This is an optimization exercise on Yosys and OpenROAD, whose aim is small area, a short achievable clock period and few clock cycles per item, not a production implementation. At most, simulation tests tie the RTL to the original design; equivalence was not proved. Power figures rest on the tool's default switching activity, not on a simulated workload.

run a:
Design deq_top, start of the top module:
module deq_top (
	input  logic        clk,
	input  logic        arst_n,
	input  logic        cmd_valid,
	output logic        cmd_stall,
	input  logic [34:0] cmd_item,
	output logic        res_valid,
	input  logic        res_stall,
	output logic [39:0] res_item
);
	deq_pkg::in_item_t  cmd_s;
	deq_pkg::out_item_t res_s;
	assign cmd_s    = cmd_item;
	assign res_item = res_s;
	double_ended_queue_core #(
		.DEPTH (16)
	) u_core (
		.clk       (clk),
		.arst_n    (arst_n),
		.cmd_valid (cmd_valid),
		.cmd_stall (cmd_stall),
		.cmd_item  (cmd_s),
		.res_valid (res_valid),
		.res_stall (res_stall),
		.res_item  (res_s)
	);
endmodule
Size in the first run: about 590 flip-flops, ~81 I/O pins, roughly 22,000 sq um of cells after synthesis.
Settings: LEC_CHECK=0, CAP_MARGIN=20, CORE_MARGIN=2, CORE_UTILIZATION=40, CTS_CLUSTER_DIAMETER=120, CTS_CLUSTER_SIZE=25, SETUP_SLACK_MARGIN=2.0, SLEW_MARGIN=20; clock period 4.0 ns.
run.sh (not shown) runs the stock make flow with config.mk's settings and CLKGATE_MAP_FILE= SYNTH_SCRIPT=/design/flow/synth_recipe.tcl, a recipe that flattens the netlist after the stock synthesis.
Testbench counts of run a, summed over its fixed seeds: cycles 38,109, items 24,000.
The following lists how run b was set up differently from run a:
- changing CORE_UTILIZATION from 40 to 45
- changing CTS_CLUSTER_DIAMETER from 120 to 100
- changing CTS_CLUSTER_SIZE from 25 to 20
Across run b and run a, the outcome is the same: a clean finish for every run. Re total routing usage reported by global routing: run a was lower than run b. | utilization | lower: run a |. Between run b and run a, the latest clock arrival within the worst-skew pair figures differ only marginally.

========
run A:
Another version of the RTL of deq_top (not shown whole).
Size: ~600 flip-flops, roughly 0.023 mm^2 of cells after synthesis.
==> flow/config.mk <==
export PLATFORM = sky130hd
export DESIGN_NAME = deq_top
export DESIGN_NICKNAME = deq_top
export VERILOG_FILES = /design/flow/design.v
export SDC_FILE = /design/flow/constraint.sdc
export NUM_CORES = 4
export LEC_CHECK = 0
export CAP_MARGIN = 20
export CORE_MARGIN = 2
export CORE_UTILIZATION = 40
export CTS_BUF_LIST = sky130_fd_sc_hd__clkbuf_4
export SETUP_SLACK_MARGIN = 2.2
export SLEW_MARGIN = 20
export TNS_END_PERCENT = 0
==> flow/constraint.sdc <==
create_clock -name core_clock -period 4.0 [get_ports {clk}]
set_input_delay 0.8000 -clock core_clock [delete_from_list [all_inputs] [get_ports {clk}]]
set_output_delay 0.8000 -clock core_clock [all_outputs]
set_load 0.01 [all_outputs]
Testbench counts of run A, summed over its fixed seeds: cycles 38,109, items 24,000.
Inputs modified between run A and run B:
- a deleted CTS_BUF_LIST that had been sky130_fd_sc_hd__clkbuf_4
- a change of CORE_UTILIZATION from 40 to 55
- Run B reached the end of the flow, and the finished layout is clean on the timing, design-rule and antenna checks.
- Run B vs. run A: proportion of power drawn by combinational gates went up by 0.9 points.
- Side by side, part of the power in the clock network turned out higher in run B than in run A.
- Taking run A as the reference, in run B clock-cell share of area closely matched the old numbers; ratio of total power to cell area increased by about 2.4% relative to the old numbers; sequential power share decreased by 1.4 points relative to the old numbers.
- Run B: sequential power is about 1% lower than what run A reported.
## Diff of input files: run C against run B
- a change of CORE_UTILIZATION from 55 to 40
- an added CTS_BUF_LIST of sky130_fd_sc_hd__clkbuf_8
## What came out
Run C finished all stages; the layout is clean.
Run B finished end to end and its layout was clean on timing, DRC and antenna.
Compare run C and run B | tightest slew margin relative to the limit lower: run C
Between run B and run C, total length of routed wires increased.
Summary of run C over run B: die extent in x has increased, number of cells on the critical path roughly the same.
Input changes introduced in run D (baseline for comparison: run C):
- removing CTS_BUF_LIST (formerly sky130_fd_sc_hd__clkbuf_8)
==> comparison <==
- Run C -> run D: routed wire length decreased slightly
- Run comparison: run C type of the setup path with the least slack primary input to output port; run D type of the setup path with the least slack flip-flop to output port
- Looking at worst setup slack, run D sits 0.094 ns above run C.
- Comparing the two runs side by side, run D comes out ahead of run C on worst max-slew margin expressed relative to the limit.
- In the final reports, the cell area of run D is larger than that of run C.
- Against run C, run D comes in 14% higher on worst voltage drop across the vdd grid.

========
The RTL this note starts from:
==> flow/design.v <==
package deq_pkg;
	localparam logic [2:0] CMD_PUSH_BACK  = 3'd0;
	localparam logic [2:0] CMD_PUSH_FRONT = 3'd1;
	localparam logic [2:0] CMD_POP_FRONT  = 3'd2;
	localparam logic [2:0] CMD_POP_BACK   = 3'd3;
	localparam logic [2:0] CMD_DUMP       = 3'd4;
	localparam logic [1:0] STAT_OK    = 2'd0;
	localparam logic [1:0] STAT_FULL  = 2'd1;
	localparam logic [1:0] STAT_EMPTY = 2'd2;
	localparam int VALUE_W = 32;
	typedef logic [4:0] fill_t;
	typedef struct packed {
		logic [2:0]                cmd;
		logic signed [VALUE_W-1:0] item_value;
	} in_item_t;
	typedef struct packed {
		logic signed [VALUE_W-1:0] out_value;
		logic [1:0]                status;
		logic                      last_of_run;
		fill_t                     fill_count;
	} out_item_t;
endpackage
module deq_ram #(
	parameter int WIDTH = 32,
	parameter int DEPTH = 16
) (
	input  logic             clk,
	input  logic [DEPTH-1:0] we,
	input  logic [WIDTH-1:0] wdata,
	input  logic [DEPTH-1:0] rsel,
	output logic [WIDTH-1:0] rdata
);
	logic [WIDTH-1:0] mem_q [DEPTH];
	always_ff @(posedge clk) begin
		for (int i = 0; i < DEPTH; i++) begin
			if (we[i]) begin
				mem_q[i] <= wdata;
			end
		end
	end
	always_comb begin
		rdata = '0;
		for (int i = 0; i < DEPTH; i++) begin
			rdata = rdata | (mem_q[i] & {WIDTH{rsel[i]}});
		end
	end
endmodule
module deq_ctrl #(
	parameter int DEPTH = 16
) (
	input  logic                        clk,
	input  logic                        arst_n,
	input  logic                        cmd_valid,
	output logic                        cmd_stall,
	input  deq_pkg::in_item_t           cmd_item,
	output logic                        res_valid,
	input  logic                        res_stall,
	output deq_pkg::out_item_t          res_item,
	output logic [DEPTH-1:0]            ram_we,
	output logic [DEPTH-1:0]            ram_rsel,
	input  logic [deq_pkg::VALUE_W-1:0] ram_rdata
);
	logic [3:0]       front_q, back_q;
	logic [3:0]       front_m1_q, back_m1_q;    
	logic [4:0]       cnt_q;
	logic             empty_q, full_q;
	logic             s1_v, s1_v_d;
	logic [DEPTH-1:0] s1_rsel;
	logic [1:0]       s1_status;
	logic             s1_last, s1_last_d;
	logic             s1_next_last;
	logic                        o_v, o_v_d;
	logic [deq_pkg::VALUE_W-1:0] o_val;
	logic [1:0]                  o_status;
	logic                        o_last;
	logic [4:0]                  o_fill;
	logic             hold_q, pend_q, lastp_q;
	logic             blocked, s1_adv, accept;
	logic             is_pushb, is_pushf, is_popf, is_popb, is_dump, is_used;
	logic [DEPTH-1:0] oh_front, oh_front_m1, oh_back, oh_back_m1;
	always_comb begin
		for (int i = 0; i < DEPTH; i++) begin
			oh_front[i]    = (front_q == i[3:0]);
			oh_front_m1[i] = (front_m1_q == i[3:0]);
			oh_back[i]     = (back_q == i[3:0]);
			oh_back_m1[i]  = (back_m1_q == i[3:0]);
		end
	end
	assign is_pushb = (cmd_item.cmd == deq_pkg::CMD_PUSH_BACK);
	assign is_pushf = (cmd_item.cmd == deq_pkg::CMD_PUSH_FRONT);
	assign is_popf  = (cmd_item.cmd == deq_pkg::CMD_POP_FRONT);
	assign is_popb  = (cmd_item.cmd == deq_pkg::CMD_POP_BACK);
	assign is_dump  = (cmd_item.cmd == deq_pkg::CMD_DUMP);
	assign is_used  = is_pushb || is_pushf || is_popf || is_popb || is_dump;
	assign blocked   = pend_q && res_stall;
	assign s1_adv    = s1_v && !blocked;
	assign cmd_stall = hold_q || (lastp_q && res_stall);
	assign accept    = cmd_valid && !cmd_stall;
	assign ram_we   = (oh_back | oh_front_m1) & {DEPTH{!full_q && !blocked}};
	assign ram_rsel = s1_rsel;
	assign res_valid            = o_v;
	assign res_item.out_value   = o_val;
	assign res_item.status      = o_status;
	assign res_item.last_of_run = o_last;
	assign res_item.fill_count  = o_fill;
	assign s1_next_last = |({s1_rsel[DEPTH-2:0], s1_rsel[DEPTH-1]} & oh_back_m1);
	always_comb begin
		o_v_d     = s1_v || (o_v && res_stall);
		s1_v_d    = s1_v;
		s1_last_d = s1_last;
		if (accept) begin
			s1_v_d    = is_used;
			s1_last_d = !(is_dump && !empty_q && cnt_q != 5'd1);
		end else if (s1_adv) begin
			s1_v_d    = !s1_last;
			s1_last_d = s1_next_last;
		end
	end
	always_ff @(posedge clk or negedge arst_n) begin
		if (!arst_n) begin
			front_q    <= '0;
			back_q     <= '0;
			front_m1_q <= 4'd15;
			back_m1_q  <= 4'd15;
			cnt_q      <= '0;
			empty_q    <= 1'b1;
			full_q     <= 1'b0;
			s1_v       <= 1'b0;
			o_v        <= 1'b0;
			hold_q     <= 1'b0;
			pend_q     <= 1'b0;
			lastp_q    <= 1'b0;
		end else begin
			s1_v   <= s1_v_d;
			o_v    <= o_v_d;
			hold_q <= s1_v_d && !s1_last_d;
			pend_q <= s1_v_d && o_v_d;
			lastp_q <= s1_v_d && o_v_d && s1_last_d;
			if (accept) begin
				if (is_pushb && !full_q) begin
					back_q    <= back_q + 4'd1;
					back_m1_q <= back_q;
				end
				if (is_pushf && !full_q) begin
					front_q    <= front_m1_q;
					front_m1_q <= front_m1_q - 4'd1;
				end
				if (is_popf && !empty_q) begin
					front_q    <= front_q + 4'd1;
					front_m1_q <= front_q;
				end
				if (is_popb && !empty_q) begin
					back_q    <= back_m1_q;
					back_m1_q <= back_m1_q - 4'd1;
				end
				if ((is_pushb || is_pushf) && !full_q) begin
					cnt_q   <= cnt_q + 5'd1;
					empty_q <= 1'b0;
					full_q  <= (cnt_q == 5'd15);
				end
				if ((is_popf || is_popb) && !empty_q) begin
					cnt_q   <= cnt_q - 5'd1;
					empty_q <= (cnt_q == 5'd1);
					full_q  <= 1'b0;
				end
			end
		end
	end
	always_ff @(posedge clk) begin
		s1_last <= s1_last_d;
		if (accept) begin
			s1_rsel   <= '0;
			s1_status <= deq_pkg::STAT_OK;
			if ((is_pushb || is_pushf) && full_q) s1_status <= deq_pkg::STAT_FULL;
			if ((is_popf || is_popb || is_dump) && empty_q) s1_status <= deq_pkg::STAT_EMPTY;
			if ((is_popf || is_dump) && !empty_q) s1_rsel <= oh_front;
			if (is_popb && !empty_q) s1_rsel <= oh_back_m1;
		end else if (s1_adv) begin
			s1_rsel <= {s1_rsel[DEPTH-2:0], s1_rsel[DEPTH-1]};
		end
	end
	always_ff @(posedge clk) begin
		if (s1_adv) begin
			o_val    <= ram_rdata;
			o_status <= s1_status;
			o_last   <= s1_last;
			o_fill   <= cnt_q;
		end
	end
endmodule
module double_ended_queue_core #(
	parameter int DEPTH = 16
) (
	input  logic               clk,
	input  logic               arst_n,
	input  logic               cmd_valid,
	output logic               cmd_stall,
	input  deq_pkg::in_item_t  cmd_item,
	output logic               res_valid,
	input  logic               res_stall,
	output deq_pkg::out_item_t res_item
);
	logic [DEPTH-1:0]            ram_we;
	logic [DEPTH-1:0]            ram_rsel;
	logic [deq_pkg::VALUE_W-1:0] ram_rdata;
	deq_ctrl #(
		.DEPTH (DEPTH)
	) u_ctrl (
		.clk       (clk),
		.arst_n    (arst_n),
		.cmd_valid (cmd_valid),
		.cmd_stall (cmd_stall),
		.cmd_item  (cmd_item),
		.res_valid (res_valid),
		.res_stall (res_stall),
		.res_item  (res_item),
		.ram_we    (ram_we),
		.ram_rsel  (ram_rsel),
		.ram_rdata (ram_rdata)
	);
	deq_ram #(
		.WIDTH (deq_pkg::VALUE_W),
		.DEPTH (DEPTH)
	) u_ram (
		.clk   (clk),
		.we    (ram_we),
		.wdata (cmd_item.item_value),
		.rsel  (ram_rsel),
		.rdata (ram_rdata)
	);
endmodule
module deq_top (
	input  logic        clk,
	input  logic        arst_n,
	input  logic        cmd_valid,
	output logic        cmd_stall,
	input  logic [34:0] cmd_item,
	output logic        res_valid,
	input  logic        res_stall,
	output logic [39:0] res_item
);
	deq_pkg::in_item_t  cmd_s;
	deq_pkg::out_item_t res_s;
	assign cmd_s    = cmd_item;
	assign res_item = res_s;
	double_ended_queue_core #(
		.DEPTH (16)
	) u_core (
		.clk       (clk),
		.arst_n    (arst_n),
		.cmd_valid (cmd_valid),
		.cmd_stall (cmd_stall),
		.cmd_item  (cmd_s),
		.res_valid (res_valid),
		.res_stall (res_stall),
		.res_item  (res_s)
	);
endmodule
export LEC_CHECK = 0
export CAP_MARGIN = 20
export CORE_MARGIN = 2
export CORE_UTILIZATION = 40
export CTS_CLUSTER_DIAMETER = 100
export CTS_CLUSTER_SIZE = 20
export SETUP_SLACK_MARGIN = 2.2
export SLEW_MARGIN = 20
export TNS_END_PERCENT = 0
create_clock -name core_clock -period 4.0 [get_ports {clk}]
==> next run, changes <==
==> flow/flow/run.sh (new file) <==
#!/bin/bash
# The standard layout (standard.sh, all steps), except that the port buffers
# that global placement adds are buf_2 cells; left to itself, buffer_ports
# picks delay cells (clkdlybuf4s50_1) for them.
set -o pipefail
export BUFFER_PORTS_ARGS="-buffer_cell sky130_fd_sc_hd__buf_2"
bash standard.sh > standard.log 2>&1
==> flow/standard.sh (new file) <==
#!/bin/bash
# synth_recipe.tcl (not shown) runs the flow's synth.tcl, then flattens the netlist and writes it again
# the make line also repeats each setting of config.mk as NAME=value (left out here)
make -C /OpenROAD-flow-scripts/flow DESIGN_CONFIG=/design/flow/config.mk WORK_HOME=/design/flow/orfs CLKGATE_MAP_FILE= SYNTH_SCRIPT=/design/flow/synth_recipe.tcl "${@:-finish}"
removed: flow/run.sh
Fmax shrinks slightly.
Die area does not change.
Clock power hardly moves.
Non-clock buffer count increases by 2.
First-iteration DRC count came out higher by about a fifth.
==> next run, changes <==
==> flow/run.sh (new file) <==
#!/bin/bash
# synth_recipe.tcl (not shown) runs the flow's synth.tcl, then flattens the netlist and writes it again
# the make line also repeats each setting of config.mk as NAME=value (left out here)
make -C /OpenROAD-flow-scripts/flow DESIGN_CONFIG=/design/flow/config.mk WORK_HOME=/design/flow/orfs CLKGATE_MAP_FILE= SYNTH_SCRIPT=/design/flow/synth_recipe.tcl finish
CTS_CLUSTER_DIAMETER = 150   (was 100)
CTS_CLUSTER_SIZE = 30   (was 20)
removed: flow/flow/run.sh
removed: flow/standard.sh
Outcome: Non-clock buffer count drops by 7; via count goes down by 0.74%; worst hold slack improved by 200 ps; critical path depth shrinks by 4.
No functional check of the RTL was part of any run of this note.

## port drivers added, routing unchanged
No port has a modelled driver above. Below, the same layouts with a new extraction and two added sets of constraints.
Step 1, drivers: a clkbuf_16 drives clk and a buf_2 each remaining input, both assumed.
Step 2 moves the port delays by t, midway between the first and last clock arrival at a register: inputs arrive t later, outputs are due t later. That takes back most of the time a late clock gives input paths.
a / b / c = ideal / step 1 / step 2; a / b = the first two.
run	t, ns	setup WS [ns]	worst setup path at the end	clock arrival spread, ns	worst slew at a driven data input, ns
run a of note 1	0.646	1.874 / 1.815 / 1.496	input to register	0.038 / 0.038	0.08
run b of note 1	0.631	1.894 / 1.836 / 1.495	input to register	0.039 / 0.039	0.06
run A of note 2	0.991	1.570 / 1.516 / 0.934	input to register	0.072 / 0.072	0.10
run B of note 2	0.662	1.873 / 1.820 / 1.341	input to register	0.024 / 0.024	0.08
run C of note 2	0.707	1.807 / 1.787 / 1.170	input to register	0.032 / 0.032	0.11
run D of note 2	0.668	1.901 / 1.844 / 1.333	input to register	0.044 / 0.044	0.10
the first run of note 3	0.617	1.873 / 1.831 / 1.410	input to register	0.023 / 0.024	0.09
the second run of note 3	0.631	1.850 / 1.845 / 1.255	input to register	0.023 / 0.023	0.09
the third run of note 3	0.641	1.871 / 1.814 / 1.290	input to register	0.040 / 0.039	0.09
After both steps every run listed still meets setup and hold. For run C of note 2, which loses most, drivers alone change the setup slack by -0.020 ns; drivers and shift together by -0.637 ns.
